From an optimization exercise on the open Yosys and OpenROAD flow, aimed at small area; shortcuts taken in it are not production practice. The RTL was checked by simulation tests, not by an equivalence proof against the original design. The clock port is modelled as an ideal driver, which makes a skipped or thinned clock tree look cheaper than it is; a real chip needs a root buffer or a tree. Power figures rest on the tool's default switching activity, not on a simulated workload.

==> 01-18 <==
==> flow/design.v <==
module calcTop (
	input  logic                    clk,
	input  logic                    rst,
	input  logic [3:0]              nibble,
	input  logic                    knobA,
	input  logic                    knobB,
	input  logic                    button,
	input  logic                    dispReady,
	output logic                    dispValid,
	output logic [1:0]              dispMode,
	output logic [5-1:0] dispAddrA,
	output logic [5-1:0] dispAddrB,
	output logic [16-1:0] dispDataA,
	output logic [16-1:0] dispDataB
);
	localparam logic [2:0] sEntry = 3'd0;   
	localparam logic [2:0] sWait  = 3'd1;   
	localparam logic [2:0] sRead  = 3'd2;   
	localparam logic [2:0] sAlu   = 3'd3;   
	localparam logic [2:0] sWrite = 3'd4;   
	localparam logic [2:0] sShow  = 3'd5;   
	logic [1:0] syncA;
	logic [1:0] syncB;
	logic       armed;
	logic       detent;
	always_ff @(posedge clk) begin
		if (rst) begin
			syncA <= '0;
			syncB <= '0;
			armed <= 1'b0;
		end else begin
			syncA <= {syncA[0], knobA};
			syncB <= {syncB[0], knobB};
			if (!syncA[1] && !syncB[1]) begin
				armed <= 1'b1;
			end else if (detent) begin
				armed <= 1'b0;
			end
		end
	end
	assign detent = armed && syncA[1] && syncB[1];
	logic [2:0]  state;
	logic [3:0]  cnt;
	logic [2:0]  op;
	logic [4:0]  addrA;
	logic [4:0]  addrB;    
	logic [4:0]  addrW;
	logic [15:0] acc;
	logic [15:0] opB;
	logic        carry;
	logic [4:0]  pos;
	logic        clearing;
	logic [511:0] ring;
	wire [15:0] tail = ring[511:496];
	wire        wrap = &pos;
	logic [3:0] posW;
	logic [3:0] last;
	always_comb begin
		case (op)
			3'd0:         begin posW = 4'd1; last = 4'd6;  end
			3'd1:            begin posW = 4'd3; last = 4'd2;  end
			3'd2:           begin posW = 4'd3; last = 4'd4;  end
			3'd3:  begin posW = 4'd3; last = 4'd8;  end
			3'd4: begin posW = 4'd5; last = 4'd10; end
			3'd7:               begin posW = 4'd4; last = 4'd5;  end
			default:               begin posW = 4'd5; last = 4'd6;  end
		endcase
	end
	wire opImm   = (op == 3'd0) || (op == 3'd3) || (op == 3'd4);
	wire opAlu   = (op == 3'd5) || (op == 3'd6) || (op == 3'd7);
	wire opShl   = (op == 3'd7);
	wire opSub   = (op == 3'd6);
	wire modeAB  = (op == 3'd2) || (op == 3'd4);
	wire modeW   = (op == 3'd0) || opAlu;
	wire needB   = modeAB || (op == 3'd5) || opSub;
	wire wrNow   = (state == sWrite) && (pos == addrW) && !clearing;
	wire capAcc  = (state == sRead) && (pos == addrA) && !opShl;
	wire capB    = (state == sRead) && (pos == (opShl ? addrA : addrB)) && (needB || opShl);
	wire shlGo   = pos[4] || (pos[3:0] >= addrB[3:0]);
	wire aluA    = acc[0] && !opShl;
	wire aluB    = opShl ? (opB[0] && shlGo) : (opB[0] ^ opSub);
	wire aluSum  = aluA ^ aluB ^ carry;
	wire aluCy   = (aluA && aluB) || (carry && (aluA ^ aluB));
	wire [15:0] headIn = wrNow ? acc : (clearing ? 16'd0 : tail);
	always_ff @(posedge clk) begin
		ring <= {ring[495:0], headIn};
	end
	always_ff @(posedge clk) begin
		if (rst) begin
			pos      <= '0;
			clearing <= 1'b1;
		end else begin
			pos <= pos + 5'd1;
			if (wrap) begin
				clearing <= 1'b0;
			end
		end
	end
	always_ff @(posedge clk) begin
		if (rst) begin
			state <= sEntry;
			cnt   <= '0;
		end else begin
			case (state)
				sEntry: begin
					if (button) begin
						cnt <= '0;
					end else if (detent) begin
						if (cnt == 4'd0) begin
							cnt <= 4'd1;
						end else if (cnt == last) begin
							cnt   <= '0;
							state <= opImm ? sWrite : sWait;
						end else begin
							cnt <= cnt + 4'd1;
						end
					end
				end
				sWait: begin
					if (wrap) begin
						state <= sRead;
					end
				end
				sRead: begin
					if (wrap) begin
						state <= opAlu ? sAlu : sShow;
					end
				end
				sAlu: begin
					if (wrap) begin
						state <= sWrite;
					end
				end
				sWrite: begin
					if (wrNow) begin
						state <= opImm ? sWait : sShow;
					end
				end
				sShow: begin
					if (dispReady) begin
						state <= sEntry;
					end
				end
				default: state <= sEntry;
			endcase
		end
	end
	always_ff @(posedge clk) begin
		if (state == sEntry && !button && detent) begin
			if (cnt == 4'd0) begin
				op <= nibble[2:0];
			end
			if (cnt == 4'd1) begin
				addrA[3:0] <= nibble;
			end
			if (cnt == 4'd2) begin
				addrA[4] <= nibble[0];
			end
			if (cnt == 4'd3) begin
				addrB[3:0] <= nibble;
			end
			if (cnt == 4'd4) begin
				addrB[4] <= nibble[0];
			end
			if (cnt == posW) begin
				addrW[3:0] <= nibble;
			end
			if (cnt == posW + 4'd1) begin
				addrW[4] <= nibble[0];
			end
		end
	end
	always_ff @(posedge clk) begin
		if (state == sEntry) begin
			if (detent) begin
				acc <= {nibble, acc[15:4]};
			end
		end else if (state == sAlu) begin
			if (!pos[4]) begin
				acc <= {aluSum, acc[15:1]};
			end
		end else if (capAcc) begin
			acc <= tail;
		end
		if (state == sAlu) begin
			if (!opShl || shlGo) begin
				opB <= {1'b0, opB[15:1]};
			end
		end else if (capB) begin
			opB <= tail;
		end else if (state == sRead && !needB && !opShl) begin
			opB <= {1'b0, opB[15:1]};
		end
		carry <= (state == sAlu) ? aluCy : opSub;
	end
	assign dispValid = (state == sShow);
	assign dispMode  = modeW ? 2'd1 : (modeAB ? 2'd3 : 2'd2);
	assign dispAddrA = modeW ? addrW : addrA;
	assign dispAddrB = modeAB ? addrB : '0;
	assign dispDataA = acc;
	assign dispDataB = opB;
endmodule
==> flow/flow/run.sh <==
#!/bin/bash
# Standard ORFS layout with three changes: ABC maps the logic with an
# area-oriented script (flow/abc_area.script), ports get the smallest buffer,
# and the clock tree uses large clusters of clkbuf_16 without dummy loads,
# with its middle level bypassed and small leaves downsized (flow/post_cts.tcl).
set -euo pipefail
here=$(pwd)
# synth_recipe.tcl with every abc call pointed at our script
{
  echo 'proc synth {args} { yosys synth -nofsm -noshare {*}$args }'
  echo "proc abc {args} { set i [lsearch \$args -script]; lset args [expr {\$i+1}] $here/flow/abc_area.script; yosys abc {*}\$args }"
  tail -n +2 synth_recipe.tcl
} > flow_synth.tcl
export BUFFER_PORTS_ARGS="-buffer_cell sky130_fd_sc_hd__buf_1"
export POST_CTS_TCL="$here/flow/post_cts.tcl"
export CTS_ARGS="-sink_clustering_enable -repair_clock_nets -dont_use_dummy_load -buf_list sky130_fd_sc_hd__clkbuf_16 -sink_clustering_size 32 -sink_clustering_max_diameter 100"
bash standard.sh SYNTH_SCRIPT=$here/flow_synth.tcl finish > flow_make.log 2>&1
==> flow/flow/abc_area.script <==
strash
&get -n
&deepsyn -T 60
&put
dch -f
amap
topo
==> flow/flow/post_cts.tcl <==
# Run after clock tree synthesis (POST_CTS_TCL). TritonCTS puts a level of
# buffers between the root buffer and the leaf buffers; the root can drive
# the leaves itself, so that level is bypassed. Leaf buffers with few sinks
# get a smaller buffer.
proc clk_buffer_p {inst} {
  set m [[$inst getMaster] getName]
  return [string match "sky130_fd_sc_hd__clkbuf_*" $m]
}
proc bypass_clock_buffer {inst} {
  set in_net [[$inst findITerm A] getNet]
  set out_iterm [$inst findITerm X]
  set out_net [$out_iterm getNet]
  foreach it [$out_net getITerms] {
    if {$it ne $out_iterm} {
      $it disconnect
      $it connect $in_net
    }
  }
  [$inst findITerm A] disconnect
  $out_iterm disconnect
  odb::dbInst_destroy $inst
  odb::dbNet_destroy $out_net
}
# loads of a buffer's output: clock buffers and other pins
proc buffer_loads {inst} {
  set out_iterm [$inst findITerm X]
  set bufs {}
  set others 0
  foreach it [[$out_iterm getNet] getITerms] {
    if {$it eq $out_iterm} { continue }
    set li [$it getInst]
    if {[clk_buffer_p $li] && [[$it getMTerm] getName] eq "A"} { lappend bufs $li } else { incr others }
  }
  return [list $bufs $others]
}
set block [ord::get_db_block]
set clk_net [$block findNet clk]
set roots {}
foreach it [$clk_net getITerms] {
  if {[clk_buffer_p [$it getInst]]} { lappend roots [$it getInst] }
}
set bypassed 0
foreach root $roots {
  lassign [buffer_loads $root] mids others
  foreach mid $mids {
    lassign [buffer_loads $mid] leaves midothers
    if {[llength $leaves] > 0 && $midothers == 0} {
      bypass_clock_buffer $mid
      incr bypassed
    }
  }
}
puts "post_cts: bypassed $bypassed clock buffers"
set resized 0
foreach inst [$block getInsts] {
  if {![clk_buffer_p $inst] || [lsearch $roots $inst] >= 0} { continue }
  lassign [buffer_loads $inst] bufs others
  if {[llength $bufs] == 0 && $others <= 14 && [[$inst getMaster] getName] ne "sky130_fd_sc_hd__clkbuf_8"} {
    replace_cell [$inst getName] sky130_fd_sc_hd__clkbuf_8
    incr resized
  }
}
puts "post_cts: resized $resized leaf buffers"
==> flow/standard.sh <==
#!/bin/bash
# synth_recipe.tcl (not shown) runs the flow's synth.tcl, then flattens the netlist and writes it again
# the make line also repeats each setting of config.mk as NAME=value (left out here)
make -C /OpenROAD-flow-scripts/flow DESIGN_CONFIG=/design/flow/config.mk WORK_HOME=/design/flow/orfs CLKGATE_MAP_FILE= SYNTH_SCRIPT=/design/flow/synth_recipe.tcl "${@:-finish}"
==> flow/config.mk <==
export PLATFORM = sky130hd
export DESIGN_NAME = calcTop
export DESIGN_NICKNAME = calcTop
export VERILOG_FILES = /design/flow/design.v
export SDC_FILE = /design/flow/constraint.sdc
export NUM_CORES = 4
export LEC_CHECK = 0
export CAP_MARGIN = 20
export CORE_MARGIN = 2
export CORE_UTILIZATION = 75
export SLEW_MARGIN = 20
==> flow/constraint.sdc <==
create_clock -name core_clock -period 6.0 [get_ports {clk}]
set_input_delay 1.2000 -clock core_clock [delete_from_list [all_inputs] [get_ports {clk}]]
set_output_delay 1.2000 -clock core_clock [all_outputs]
set_load 0.01 [all_outputs]
==> 04-27: changes against 01-18 <==
--- a/flow/design.v
+++ b/flow/design.v
@@ -76,7 +76,7 @@
 	wire wrNow   = (state == sWrite) && (pos == addrW) && !clearing;
 	wire capAcc  = (state == sRead) && (pos == addrA) && !opShl;
 	wire capB    = (state == sRead) && (pos == (opShl ? addrA : addrB)) && (needB || opShl);
-	wire shlGo   = pos[4] || (pos[3:0] >= addrB[3:0]);
+	wire shlGo   = (pos[3:0] >= addrB[3:0]);
 	wire aluA    = acc[0] && !opShl;
 	wire aluB    = opShl ? (opB[0] && shlGo) : (opB[0] ^ opSub);
 	wire aluSum  = aluA ^ aluB ^ carry;
@@ -127,13 +127,13 @@
 					end
 				end
 				sAlu: begin
-					if (wrap) begin
+					if (pos[3:0] == 4'd15) begin
 						state <= sWrite;
 					end
 				end
 				sWrite: begin
 					if (wrNow) begin
-						state <= opImm ? sWait : sShow;
+						state <= opImm && (op != 3'd0) ? sWait : sShow;
 					end
 				end
 				sShow: begin
@@ -176,9 +176,7 @@
 				acc <= {nibble, acc[15:4]};
 			end
 		end else if (state == sAlu) begin
-			if (!pos[4]) begin
-				acc <= {aluSum, acc[15:1]};
-			end
+			acc <= {aluSum, acc[15:1]};
 		end else if (capAcc) begin
 			acc <= tail;
 		end
@@ -188,8 +186,6 @@
 			end
 		end else if (capB) begin
 			opB <= tail;
-		end else if (state == sRead && !needB && !opShl) begin
-			opB <= {1'b0, opB[15:1]};
 		end
 		carry <= (state == sAlu) ? aluCy : opSub;
 	end
@@ -198,5 +194,5 @@
 	assign dispAddrA = modeW ? addrW : addrA;
 	assign dispAddrB = modeAB ? addrB : '0;
 	assign dispDataA = acc;
-	assign dispDataB = opB;
+	assign dispDataB = modeAB ? opB : '0;
 endmodule
==> flow/flow/run.sh (replaced) <==
#!/bin/bash
# Standard ORFS layout with smaller port buffers and a leaner clock tree.
set -euo pipefail
export BUFFER_PORTS_ARGS="-buffer_cell sky130_fd_sc_hd__buf_1"
export CTS_ARGS="-sink_clustering_enable -repair_clock_nets -dont_use_dummy_load -buf_list sky130_fd_sc_hd__clkbuf_16 -sink_clustering_size 30 -sink_clustering_max_diameter 100"
bash standard.sh finish > flow_make.log 2>&1
- CORE_UTILIZATION: 75 -> 45
removed: flow/flow/abc_area.script
removed: flow/flow/post_cts.tcl
==> results.txt <==
- 01-18 finished clean. 04-27 produced a clean layout.
- In 04-27 the design area is larger than in 01-18, by 6.2%.
- Against 04-27, the final cell count of 01-18 is smaller by 18%.
- In flip-flop and latch count, 01-18 and 04-27 do not differ.
- Against 04-27, the global-route usage of 01-18 is higher by 17 points.
- Of 04-27 and 01-18, 04-27 has the higher power (gap 1.7%, measured against 01-18).
- Between 04-27 and 01-18, the lower routed wire length is in 04-27 (gap 21%, measured against 01-18).
- Against 04-27, the utilization of 01-18 is higher by 33 points.
- Between 01-18 and 04-27, the lower register-to-register slack is in 01-18 (gap 1.0 ns).
- Between 01-18 and 04-27, the lower clock skew is in 04-27 (gap 0.043 ns).
- Against 04-27, the via count of 01-18 is higher by about 1.6%.

==> separate check: timing with driven ports <==
No port has a modelled driver above. Below, the same layouts with a new extraction and two added sets of constraints. Step 1, drivers: a clkbuf_16 drives clk and a buf_2 each remaining input, both assumed. Step 2, shift: input delay + t, output delay - t, t = (earliest + latest rising clock arrival at the registers) / 2. This alone moves slack from input paths to output paths. Three values: ideal ports, drivers, drivers and shift; two values: the first two.
| run | t (ns) | setup slack, ns | clock arrival spread, ns | worst register clock-pin slew, ns | worst slew at a driven data input, ns |
|---|---|---|---|---|---|
| 01-18 | 0.542 | 1.983 / 1.936 / 2.061 | 0.068 / 0.068 | 0.12 / 0.12 | 0.03 |
| 04-27 | 0.577 | 1.953 / 1.905 / 2.481 | 0.029 / 0.029 | 0.11 / 0.11 | 0.04 |
After both steps every run listed still meets setup and hold.
